Background: an optimization exercise with open tools, aiming at small area, a short achievable clock period and few clock cycles per item. Do not read the settings as production practice. RTL that was checked went through simulation tests only; none was proved equivalent to the original. Power and IR drop assume default switching activity.

== job 4166 ==
// irrigation_pump_controller
module irrigation_pump_controller (
  input  logic                           clk,
  input  logic                           rst,
  input  logic                           s_axis_tvalid,
  output logic                           s_axis_tready,
  input  logic [ipc_pkg::IN_DATA_W-1:0]  s_axis_tdata,
  input  logic                           s_axis_tuser,
  output logic                           m_axis_tvalid,
  input  logic                           m_axis_tready,
  output logic [ipc_pkg::OUT_DATA_W-1:0] m_axis_tdata,
  input  logic                           cfg_valid,
  output logic                           cfg_ready,
  input  logic [ipc_pkg::CFG_IDX_W-1:0]  cfg_index,
  input  logic [ipc_pkg::CFG_DATA_W-1:0] cfg_data
);
Size in the first run: about 1200 cells after synthesis.
==> module irrigation_pump_controller, before the edit <==
module irrigation_pump_controller (
  input  logic                           clk,
  input  logic                           rst,
  input  logic                           s_axis_tvalid,
  output logic                           s_axis_tready,
  input  logic [ipc_pkg::IN_DATA_W-1:0]  s_axis_tdata,
  input  logic                           s_axis_tuser,
  output logic                           m_axis_tvalid,
  input  logic                           m_axis_tready,
  output logic [ipc_pkg::OUT_DATA_W-1:0] m_axis_tdata,
  input  logic                           cfg_valid,
  output logic                           cfg_ready,
  input  logic [ipc_pkg::CFG_IDX_W-1:0]  cfg_index,
  input  logic [ipc_pkg::CFG_DATA_W-1:0] cfg_data
);
  ipc_pkg::ipc_cfg_t cfg;
  logic [15:0]       rest_m1;
  logic              rest_zero;
  assign cfg_ready = 1'b1;
  ipc_regs u_regs (
    .clk      (clk),
    .rst      (rst),
    .wr_en    (cfg_valid),
    .wr_index (cfg_index),
    .wr_data  (cfg_data),
    .cfg      (cfg),
    .rest_m1  (rest_m1),
    .rest_zero(rest_zero)
  );
  logic        timer_active;
  logic [15:0] elapsed;
  logic        e_sat;       
  logic        motor;
  logic        resting;
  logic        pending;
  logic        limit;
  logic [31:0] secs;        
  logic        secs_ovf;    
  logic [31:0] water;       
  logic        out_valid;
  logic        busy;        
  logic        clr;         
  logic        find;        
  logic [4:0]  bit_j;       
  logic        s_bit;       
  logic        held;        
  logic accept;
  assign s_axis_tready = !busy && (!out_valid || m_axis_tready);
  assign accept        = s_axis_tvalid && s_axis_tready;
  logic is_tick, is_manual, is_auto, need;
  assign is_tick   = !s_axis_tuser;
  assign is_manual = s_axis_tuser && s_axis_tdata[23];
  assign is_auto   = s_axis_tuser && !s_axis_tdata[23];
  assign need = (s_axis_tdata[7:0] > cfg.temp_threshold) ||
                (s_axis_tdata[15:8] < cfg.humidity_threshold) ||
                (s_axis_tdata[22:16] < cfg.moisture_threshold);
  logic [15:0] e_inc;
  logic        gt_min, gt_max, ge_rest;
  assign e_inc   = e_sat ? elapsed : elapsed + 16'd1;
  logic [15:0] lim_a;
  logic        cmp_a;
  assign lim_a   = motor ? cfg.min_run_seconds : rest_m1;
  assign cmp_a   = elapsed >= lim_a;
  assign gt_min  = cmp_a && !(e_sat && &cfg.min_run_seconds);
  assign gt_max  = (elapsed >= cfg.max_run_seconds) && !(e_sat && &cfg.max_run_seconds);
  assign ge_rest = cmp_a || rest_zero;
  logic pend_eff, limit_eff, keep_run, start, run_end;
  assign pend_eff  = !timer_active || pending;
  assign limit_eff = timer_active && limit;
  assign keep_run  = motor && pend_eff;
  assign start     = !resting && !keep_run && need && !limit_eff;
  assign run_end   = !resting && !keep_run && !(need && !limit_eff) && motor;
  logic restart;    
  assign restart = accept && is_auto && start && !motor && timer_active;
  logic flow_wr;
  assign flow_wr = cfg_valid && (cfg_index == 3'd6);
  logic [15:0] secs_add;
  logic [32:0] secs_sum;
  assign secs_add = clr ? elapsed : {15'd0, !e_sat};
  bk_add #(32) u_secs_add (.a(secs), .b({16'd0, secs_add}), .ci(1'b0),
                           .s(secs_sum[31:0]), .co(secs_sum[32]));
  logic [31:0] w_a;
  logic [7:0]  w_b;
  logic [32:0] w_sum;
  logic [4:0]  bit_n;
  assign bit_n = bit_j - 5'd1;
  assign w_a   = busy ? {water[30:0], 1'b0} : water;
  assign w_b   = cfg.flow_per_second & {8{!busy || s_bit}};
  bk_add #(32) u_water_add (.a(w_a), .b({24'd0, w_b}), .ci(1'b0),
                            .s(w_sum[31:0]), .co(w_sum[32]));
  logic [7:0] nib_nz;
  logic [2:0] nib_top;
  always_comb begin
    for (int k = 0; k < 8; k++) nib_nz[k] = |secs[4*k +: 4];
    nib_top = 3'd0;
    for (int k = 1; k < 8; k++) if (nib_nz[k]) nib_top = 3'(k);
  end
  always_ff @(posedge clk) begin
    if (rst) begin
      timer_active <= 1'b0;
      elapsed      <= '0;
      e_sat        <= 1'b0;
      motor        <= 1'b0;
      resting      <= 1'b0;
      pending      <= 1'b1;
      limit        <= 1'b0;
      secs         <= '0;
      secs_ovf     <= 1'b0;
      water        <= '0;
      out_valid    <= 1'b0;
      busy         <= 1'b0;
      clr          <= 1'b0;
      find         <= 1'b0;
      bit_j        <= '0;
      s_bit        <= 1'b0;
      held         <= 1'b0;
    end else begin
      if (m_axis_tready) out_valid <= 1'b0;
      if (clr) begin
        clr       <= 1'b0;
        find      <= 1'b1;
        water     <= '0;
        if (held) begin
          secs     <= secs_sum[31:0];
          secs_ovf <= secs_ovf || secs_sum[32];
        end
      end else if (find) begin
        find      <= 1'b0;
        bit_j     <= {nib_top, 2'b11};
        s_bit     <= secs[{nib_top, 2'b11}];
        water     <= {32{secs_ovf && (|cfg.flow_per_second)}};
        if (secs_ovf || !(|nib_nz)) begin
          busy      <= 1'b0;
          out_valid <= held;
          held      <= 1'b0;
        end
      end else if (busy) begin
        water     <= w_sum[31:0] | {32{w_sum[32] || water[31]}};
        bit_j     <= bit_n;
        s_bit     <= secs[bit_n];
        if (bit_j == 5'd0) begin
          busy      <= 1'b0;
          out_valid <= held;
          held      <= 1'b0;
        end
      end
      if (flow_wr) begin
        busy <= 1'b1;
        clr  <= 1'b1;
      end
      if (accept) begin
        out_valid <= !restart;
        if (restart) begin
          held <= 1'b1;
          busy <= 1'b1;
          clr  <= 1'b1;
        end
        if (is_tick) begin
          if (timer_active) begin
            elapsed <= e_inc;
            e_sat   <= &elapsed[15:1];
            if (motor) begin
              secs     <= secs_sum[31:0];
              secs_ovf <= secs_ovf || secs_sum[32];
              if (!e_sat) begin
                water     <= w_sum[31:0] | {32{w_sum[32]}};
              end
              if (gt_min) pending <= 1'b0;
              if (gt_max) limit <= 1'b1;
            end else if (ge_rest) begin
              timer_active <= 1'b0;
              elapsed      <= '0;
              e_sat        <= 1'b0;
              resting      <= 1'b0;
            end
          end
        end else if (is_manual) begin
          if (motor) begin
            elapsed      <= '0;
            e_sat        <= 1'b0;
            timer_active <= 1'b0;
          end
          resting <= 1'b0;
          motor   <= 1'b0;
        end else begin
          pending <= pend_eff;
          limit   <= limit_eff;
          if (start) begin
            motor        <= 1'b1;
            timer_active <= 1'b1;
          end
          if (run_end) begin
            motor   <= 1'b0;
            elapsed <= '0;
            e_sat   <= 1'b0;
            resting <= 1'b1;
          end
        end
      end
    end
  end
  assign m_axis_tvalid = out_valid;
  assign m_axis_tdata  = {6'd0, water, resting, motor};
endmodule
==> flow/config.mk <==
export PLATFORM = sky130hd
export DESIGN_NAME = irrigation_pump_controller
export DESIGN_NICKNAME = irrigation_pump_controller
export VERILOG_FILES = /design/flow/design.v
export SDC_FILE = /design/flow/constraint.sdc
export NUM_CORES = 4
export LEC_CHECK = 0
export CAP_MARGIN = 20
export CORE_MARGIN = 2
export CORE_UTILIZATION = 40
export SETUP_SLACK_MARGIN = 4.0
export SLEW_MARGIN = 20
==> flow/constraint.sdc <==
create_clock -name core_clock -period 7.5 [get_ports {clk}]
set_input_delay 1.5000 -clock core_clock [delete_from_list [all_inputs] [get_ports {clk}]]
set_output_delay 1.5000 -clock core_clock [all_outputs]
set_load 0.01 [all_outputs]
standard.sh (not shown) runs the stock make flow with config.mk's settings and CLKGATE_MAP_FILE= SYNTH_SCRIPT=/design/flow/synth_recipe.tcl, a recipe that flattens the netlist after the stock synthesis.
==> flow/flow/run.sh <==
#!/bin/bash
# Own layout flow: the standard synthesis and layout, with two layout choices changed:
# the port buffers are the smallest buffer (every port still gets one), and clock tree
# synthesis inserts no dummy loads. Each tool's output goes to a log of its own.
set -euo pipefail
bash standard.sh synth > synth.log 2>&1
export BUFFER_PORTS_ARGS="-buffer_cell sky130_fd_sc_hd__buf_1"
export CTS_ARGS="-sink_clustering_enable -repair_clock_nets -dont_use_dummy_load -root_buf sky130_fd_sc_hd__clkbuf_16 -buf_list sky130_fd_sc_hd__clkbuf_8"
bash standard.sh > layout.log 2>&1
Testbench counts of job 4166, summed over its fixed seeds: cycles 20,364, items 20,000.
## Diff of input files: job 7634 against job 4166
--- a/flow/design.v
+++ b/flow/design.v
@@ -180,12 +180,12 @@
   logic [31:0] secs;        
   logic        secs_ovf;    
   logic [31:0] water;       
+  logic        water_ovf;   
   logic        out_valid;
   logic        busy;        
   logic        clr;         
   logic        find;        
   logic [4:0]  bit_j;       
-  logic        s_bit;       
   logic        held;        
   logic accept;
   assign s_axis_tready = !busy && (!out_valid || m_axis_tready);
@@ -226,7 +226,9 @@
   logic [7:0]  w_b;
   logic [32:0] w_sum;
   logic [4:0]  bit_n;
+  logic        s_bit;
   assign bit_n = bit_j - 5'd1;
+  assign s_bit = secs[bit_j];
   assign w_a   = busy ? {water[30:0], 1'b0} : water;
   assign w_b   = cfg.flow_per_second & {8{!busy || s_bit}};
   bk_add #(32) u_water_add (.a(w_a), .b({24'd0, w_b}), .ci(1'b0),
@@ -250,12 +252,12 @@
       secs         <= '0;
       secs_ovf     <= 1'b0;
       water        <= '0;
+      water_ovf    <= 1'b0;
       out_valid    <= 1'b0;
       busy         <= 1'b0;
       clr          <= 1'b0;
       find         <= 1'b0;
       bit_j        <= '0;
-      s_bit        <= 1'b0;
       held         <= 1'b0;
     end else begin
       if (m_axis_tready) out_valid <= 1'b0;
@@ -263,6 +265,7 @@
         clr       <= 1'b0;
         find      <= 1'b1;
         water     <= '0;
+        water_ovf <= 1'b0;
         if (held) begin
           secs     <= secs_sum[31:0];
           secs_ovf <= secs_ovf || secs_sum[32];
@@ -270,17 +273,16 @@
       end else if (find) begin
         find      <= 1'b0;
         bit_j     <= {nib_top, 2'b11};
-        s_bit     <= secs[{nib_top, 2'b11}];
-        water     <= {32{secs_ovf && (|cfg.flow_per_second)}};
+        water_ovf <= secs_ovf && (|cfg.flow_per_second);
         if (secs_ovf || !(|nib_nz)) begin
           busy      <= 1'b0;
           out_valid <= held;
           held      <= 1'b0;
         end
       end else if (busy) begin
-        water     <= w_sum[31:0] | {32{w_sum[32] || water[31]}};
+        water     <= w_sum[31:0];
+        water_ovf <= water_ovf || w_sum[32] || water[31];
         bit_j     <= bit_n;
-        s_bit     <= secs[bit_n];
         if (bit_j == 5'd0) begin
           busy      <= 1'b0;
           out_valid <= held;
@@ -306,7 +308,8 @@
               secs     <= secs_sum[31:0];
               secs_ovf <= secs_ovf || secs_sum[32];
               if (!e_sat) begin
-                water     <= w_sum[31:0] | {32{w_sum[32]}};
+                water     <= w_sum[31:0];
+                water_ovf <= water_ovf || w_sum[32];
               end
               if (gt_min) pending <= 1'b0;
               if (gt_max) limit <= 1'b1;
@@ -343,5 +346,5 @@
     end
   end
   assign m_axis_tvalid = out_valid;
-  assign m_axis_tdata  = {6'd0, water, resting, motor};
+  assign m_axis_tdata  = {6'd0, water | {32{water_ovf}}, resting, motor};
 endmodule
Notes after the runs:
Comparing job 7634 and job 4166, the lower final cell count is on job 4166.
For the share of synthesized cell area in full adder, half adder and majority cells, job 7634 came in 0.27 points lower than job 4166 did.
Job 7634 vs job 4166: post-place instance area up
From job 4166 to job 7634 the numbers moved as follows: clock network fraction of total power rose by 0.7 points; die area rose by 580 µm²; post-synthesis cell type count rose by 5; global-route usage over all layers fell by 0.54 points.
Lower worst reg2reg path depth goes to job 4166 over job 7634.
Summary of job 7634 over job 4166: wire length of the first global-routing pass shows a reduction of 210 µm, final worst-path setup slack shows a reduction of 0.79 ns, final worst hold slack shows an increase of 0.0087 ns.
Share of post-route cells with drive strength above 1 sits higher in job 7634 than in job 4166.
Looking at part of the power in combinational logic, job 7634 sits 3.0 points lower than job 4166 does.
Job 7634 ends up with lower total power than job 4166 does.
The RTL of job 7634 was laid out without a check of its function.

## re-timing with driven ports
Ports are ideal in the flow. The routed layouts listed here were re-timed in OpenROAD. Step 1, drivers: a clkbuf_16 drives clk and a buf_2 each remaining input, both assumed. Step 2 also shifts input and output timing later by t, the mid clock arrival at the registers, as if the neighbouring blocks saw the same clock. Three values: no drivers, after step 1, after step 2; two values: the first two.
| run | shift t [ns] | setup WS [ns] | worst setup path at the end | worst slew at a driven data input, ns |
|---|---|---|---|---|
| job 4166 | 0.430 | 4.034 / 4.013 / 3.727 | input to register | 0.06 |
| job 7634 | 0.421 | 3.244 / 3.244 / 3.244 | register to register | 0.06 |
After both steps every run listed still meets setup and hold. For job 4166, which loses most, drivers alone change the setup slack by -0.021 ns; drivers and shift together by -0.307 ns.
